What follows belongs to an exercise in optimizing a design on an open flow for small area, a short achievable clock period and few clock cycles per item; a production flow would make more cautious choices. The RTL was checked by simulation tests, not by an equivalence proof against the original design. No activity file was given, so power comes from the tool's default toggle rates.

==> flow/design.v (excerpt) <==
module bimodal_branch_predictor_unit #(
   parameter int MAX_INDEX_BITS = bbp_pkg::MAX_INDEX_BITS_DEFAULT,
   parameter int COUNT_WIDTH    = bbp_pkg::COUNT_WIDTH_DEFAULT
) (
   input  logic                   clock,
   input  logic                   reset,
   input  logic                   req_valid,
   output logic                   req_ready,
   input  bbp_pkg::addr_type      req_branch_address,
   input  logic                   req_taken,
   output logic                   rsp_valid,
   input  logic                   rsp_ready,
   output logic                   rsp_predicted_taken,
   output logic                   rsp_prediction_correct,
   output bbp_pkg::field_type     rsp_total_branches,
   output bbp_pkg::field_type     rsp_right_taken_count,
   output bbp_pkg::field_type     rsp_wrong_taken_count,
   output bbp_pkg::field_type     rsp_right_not_taken_count,
   output bbp_pkg::field_type     rsp_wrong_not_taken_count,
  ...
Size: ~6300 cells after synthesis, ~2400 flip-flops, roughly 0.091 mm2 of cells after synthesis.
export LEC_CHECK = 0
export CAP_MARGIN = 20
export CORE_MARGIN = 2
export CORE_UTILIZATION = 65
export CTS_CLUSTER_DIAMETER = 60
export CTS_CLUSTER_SIZE = 36
export PLACE_DENSITY = 0.72
export SETUP_SLACK_MARGIN = 2.8
export SLEW_MARGIN = 20
create_clock -name core_clock -period 5.0 [get_ports {clock}]
standard.sh (not shown) runs the stock make flow with config.mk's settings and CLKGATE_MAP_FILE= SYNTH_SCRIPT=/design/flow/synth_recipe.tcl, a recipe that flattens the netlist after the stock synthesis.
==> flow/flow/run.sh <==
#!/bin/bash
set -euo pipefail
export CTS_ARGS="-sink_clustering_enable -repair_clock_nets -sink_clustering_size 36 -sink_clustering_max_diameter 60 -dont_use_dummy_load"
bash standard.sh > standard.log 2>&1
The first run finished with timing, DRC and antenna clean.
Testbench counts at the start, summed over its fixed seeds: cycles 35,595, items 32,000.
Next try:
==> flow/flow/run.sh (replaced) <==
#!/bin/bash
set -euo pipefail
export CTS_ARGS="-sink_clustering_enable -repair_clock_nets -sink_clustering_size 24 -sink_clustering_max_diameter 50 -dont_use_dummy_load"
bash standard.sh > standard.log 2>&1
CTS_CLUSTER_DIAMETER = 50   (was 60)
CTS_CLUSTER_SIZE = 24   (was 36)
Effect:
- The changed run completed without violations
- wire length barely changes
- hold slack gets worse by 0.027 ns
- global-route usage fell by 0.12 points
- cell count hardly moves
Next try:
==> flow/flow/run.sh (replaced) <==
#!/bin/bash
set -euo pipefail
export CTS_ARGS="-sink_clustering_enable -repair_clock_nets -sink_clustering_size 20 -sink_clustering_max_diameter 40 -dont_use_dummy_load"
bash standard.sh > standard.log 2>&1
CTS_CLUSTER_DIAMETER = 40   (was 50)
CTS_CLUSTER_SIZE = 20   (was 24)
After rerunning:
- combinational power barely changes
- clock-buffer cell count went up by 108
- wire length goes up by about 1.6%
- cell area came out higher by about 2.7%
- final cell count is higher by about 1.4%
Next try:
==> flow/flow/run.sh (replaced) <==
#!/bin/bash
set -euo pipefail
export CTS_ARGS="-sink_clustering_enable -repair_clock_nets -sink_clustering_size 30 -sink_clustering_max_diameter 60 -dont_use_dummy_load"
bash standard.sh > standard.log 2>&1
CTS_CLUSTER_DIAMETER = 60   (was 40)
CTS_CLUSTER_SIZE = 30   (was 20)
SETUP_SLACK_MARGIN = 2.6   (was 2.8)
The changed run finished with timing, DRC and antenna clean.
Setup slack loses 0.044 ns.
Count of clock-buffer cells in the layout goes down by 135.
Clock power came out lower by 34%.
Fmax drops by 1.8%.
Non-clock buffer count drops by 205.
Wire length went down by 7.9%.
Hold slack improved by 0.0068 ns.
Final area goes down by 6.0%.
Next try:
SETUP_SLACK_MARGIN = 2.8   (was 2.6)
=> The changed run went through all stages and came out clean; clock skew is about the same; worst hold slack barely changes; power goes up by 0.73%; maximum frequency goes up by 4.1%; design area goes up by 3.0%; routed wire length goes up by 7.1%; cell count goes up by 2.6%; core utilization goes up by 2.1 points; via count goes up by 3.5%; setup slack improved by 0.097 ns.

---

## wip/amber
Starting RTL as in the previous note.
==> flow/config.mk <==
export PLATFORM = sky130hd
export DESIGN_NAME = bimodal_branch_predictor_unit
export DESIGN_NICKNAME = bimodal_branch_predictor_unit
export VERILOG_FILES = /design/flow/design.v
export SDC_FILE = /design/flow/constraint.sdc
export NUM_CORES = 4
export LEC_CHECK = 0
export CAP_MARGIN = 5
export CORE_MARGIN = 2
export CORE_UTILIZATION = 65
export CTS_CLUSTER_DIAMETER = 60
export CTS_CLUSTER_SIZE = 30
export PLACE_DENSITY = 0.72
export SETUP_SLACK_MARGIN = 2.8
export SLEW_MARGIN = 5
==> flow/constraint.sdc <==
create_clock -name core_clock -period 5.0 [get_ports {clock}]
set_input_delay 1.0000 -clock core_clock [delete_from_list [all_inputs] [get_ports {clock}]]
set_output_delay 1.0000 -clock core_clock [all_outputs]
set_load 0.01 [all_outputs]
==> flow/flow/run.sh <==
#!/bin/bash
set -euo pipefail
export CTS_ARGS="-sink_clustering_enable -repair_clock_nets -sink_clustering_size 30 -sink_clustering_max_diameter 60 -dont_use_dummy_load"
bash standard.sh > standard.log 2>&1
Every stage of the flow completed for wip/amber, and the final layout passed the timing, DRC and antenna checks.
Testbench counts of wip/amber, summed over its fixed seeds: cycles 35,595, items 32,000.
The following lists how wip/nickel was set up differently from wip/amber:
# wip/amber
export LEC_CHECK = 0
export CAP_MARGIN = 5
export CORE_MARGIN = 2
export CORE_UTILIZATION = 65
export CTS_CLUSTER_DIAMETER = 60
export CTS_CLUSTER_SIZE = 30
export PLACE_DENSITY = 0.72
export SETUP_SLACK_MARGIN = 2.8
export SLEW_MARGIN = 5
create_clock -name core_clock -period 5.0 [get_ports {clock}]
# wip/nickel
export LEC_CHECK = 0
export CAP_MARGIN = 20
export CORE_MARGIN = 2
export CORE_UTILIZATION = 65
export CTS_CLUSTER_DIAMETER = 60
export CTS_CLUSTER_SIZE = 30
export PLACE_DENSITY = 0.72
export SETUP_SLACK_MARGIN = 2.7
export SLEW_MARGIN = 20
create_clock -name core_clock -period 5.0 [get_ports {clock}]
### Flow results
Via count of the first global-routing pass (wip/nickel vs. wip/amber) decreases slightly
When wip/nickel is set beside wip/amber, its first-pass iteration count of the detailed router turns out to be 1 smaller.
Diff wip/amber -> wip/nickel | total track usage | decrease of 1.7 points
Clock power share in wip/nickel is 0.2 points higher than in wip/amber
Comparing wip/nickel with wip/amber, the clock-pin slew on the worst setup and hold paths came out essentially unchanged.
The lower global routing usage on met2 of wip/nickel and wip/amber is in wip/nickel.
Compared with wip/amber, wip/nickel shows a register-to-register slack that is 0.05 ns lower.
## Diff of input files: wip/juniper against wip/nickel
# wip/nickel
export LEC_CHECK = 0
export CAP_MARGIN = 20
export CORE_MARGIN = 2
export CORE_UTILIZATION = 65
export CTS_CLUSTER_DIAMETER = 60
export CTS_CLUSTER_SIZE = 30
export PLACE_DENSITY = 0.72
export SETUP_SLACK_MARGIN = 2.7
export SLEW_MARGIN = 20
create_clock -name core_clock -period 5.0 [get_ports {clock}]
# wip/juniper
export LEC_CHECK = 0
export CAP_MARGIN = 20
export CORE_MARGIN = 2
export CORE_UTILIZATION = 65
export CTS_CLUSTER_DIAMETER = 60
export CTS_CLUSTER_SIZE = 30
export PLACE_DENSITY = 0.72
export SETUP_SLACK_MARGIN = 3.0
export SLEW_MARGIN = 20
create_clock -name core_clock -period 5.0 [get_ports {clock}]
Findings:
wip/juniper did not stop at any stage, and its layout met the timing, DRC and antenna checks.
For sequential power, wip/juniper and wip/nickel come out practically identical.
wip/juniper ends up with higher average via count per standard cell than wip/nickel does.
Sort wip/juniper and wip/nickel by critical path depth desc -> top: wip/nickel
Changes in wip/quartz relative to wip/juniper:
# wip/juniper
export LEC_CHECK = 0
export CAP_MARGIN = 20
export CORE_MARGIN = 2
export CORE_UTILIZATION = 65
export CTS_CLUSTER_DIAMETER = 60
export CTS_CLUSTER_SIZE = 30
export PLACE_DENSITY = 0.72
export SETUP_SLACK_MARGIN = 3.0
export SLEW_MARGIN = 20
create_clock -name core_clock -period 5.0 [get_ports {clock}]
# wip/quartz
export LEC_CHECK = 0
export CAP_MARGIN = 20
export CORE_MARGIN = 2
export CORE_UTILIZATION = 70
export CTS_CLUSTER_DIAMETER = 60
export CTS_CLUSTER_SIZE = 30
export PLACE_DENSITY = 0.78
export SETUP_SLACK_MARGIN = 2.8
export SLEW_MARGIN = 20
create_clock -name core_clock -period 5.0 [get_ports {clock}]
### Flow results
NOTE: first-pass GRT wire length in wip/quartz falls short of that of wip/juniper. Cells: wip/quartz has fewer instances than wip/juniper. wip/quartz ended up with a lower number of cells upsized or downsized after cts than wip/juniper did. Against wip/juniper, the final cell area of wip/quartz is lower.

[port drivers added, routing unchanged]
How much do the figures lean on ideal ports? The routed layouts below were timed once more, with nothing changed but the port constraints. Step 1, drivers: a clkbuf_16 drives clock and a buf_2 each remaining input, both assumed. Step 2 also shifts input and output timing later by t, the mid clock arrival at the registers, as if the neighbouring blocks saw the same clock. a / b / c = ideal / step 1 / step 2; a / b = the first two.
| run | t (ns) | setup WS [ns] | worst hold slack (ns) | pins driven straight from the clock port |
|---|---|---|---|---|
| the first run of note 1 | 0.897 | 2.701 / 2.612 / 2.048 | 0.338 / 0.338 / 0.338 | 1 |
| the second run of note 1 | 0.893 | 2.704 / 2.624 / 2.000 | 0.311 / 0.311 / 0.311 | 1 |
| the third run of note 1 | 0.970 | 2.608 / 2.529 / 2.017 | 0.331 / 0.331 / 0.331 | 1 |
| the fourth run of note 1 | 0.879 | 2.564 / 2.555 / 2.070 | 0.338 / 0.338 / 0.338 | 1 |
| the fifth run of note 1 | 0.895 | 2.661 / 2.612 / 2.048 | 0.338 / 0.338 / 0.338 | 1 |
| wip/amber | 0.873 | 2.709 / 2.630 / 2.056 | 0.335 / 0.335 / 0.335 | 1 |
| wip/nickel | 0.887 | 2.676 / 2.624 / 2.006 | 0.337 / 0.337 / 0.337 | 1 |
| wip/juniper | 0.887 | 2.674 / 2.594 / 2.206 | 0.340 / 0.340 / 0.340 | 1 |
| wip/quartz | 0.873 | 2.637 / 2.560 / 1.978 | 0.330 / 0.330 / 0.330 | 1 |
After both steps setup and hold are still met in every run listed. The setup slack of the second run of note 1, which loses most, moves by -0.080 ns with the drivers and by -0.704 ns with both steps.
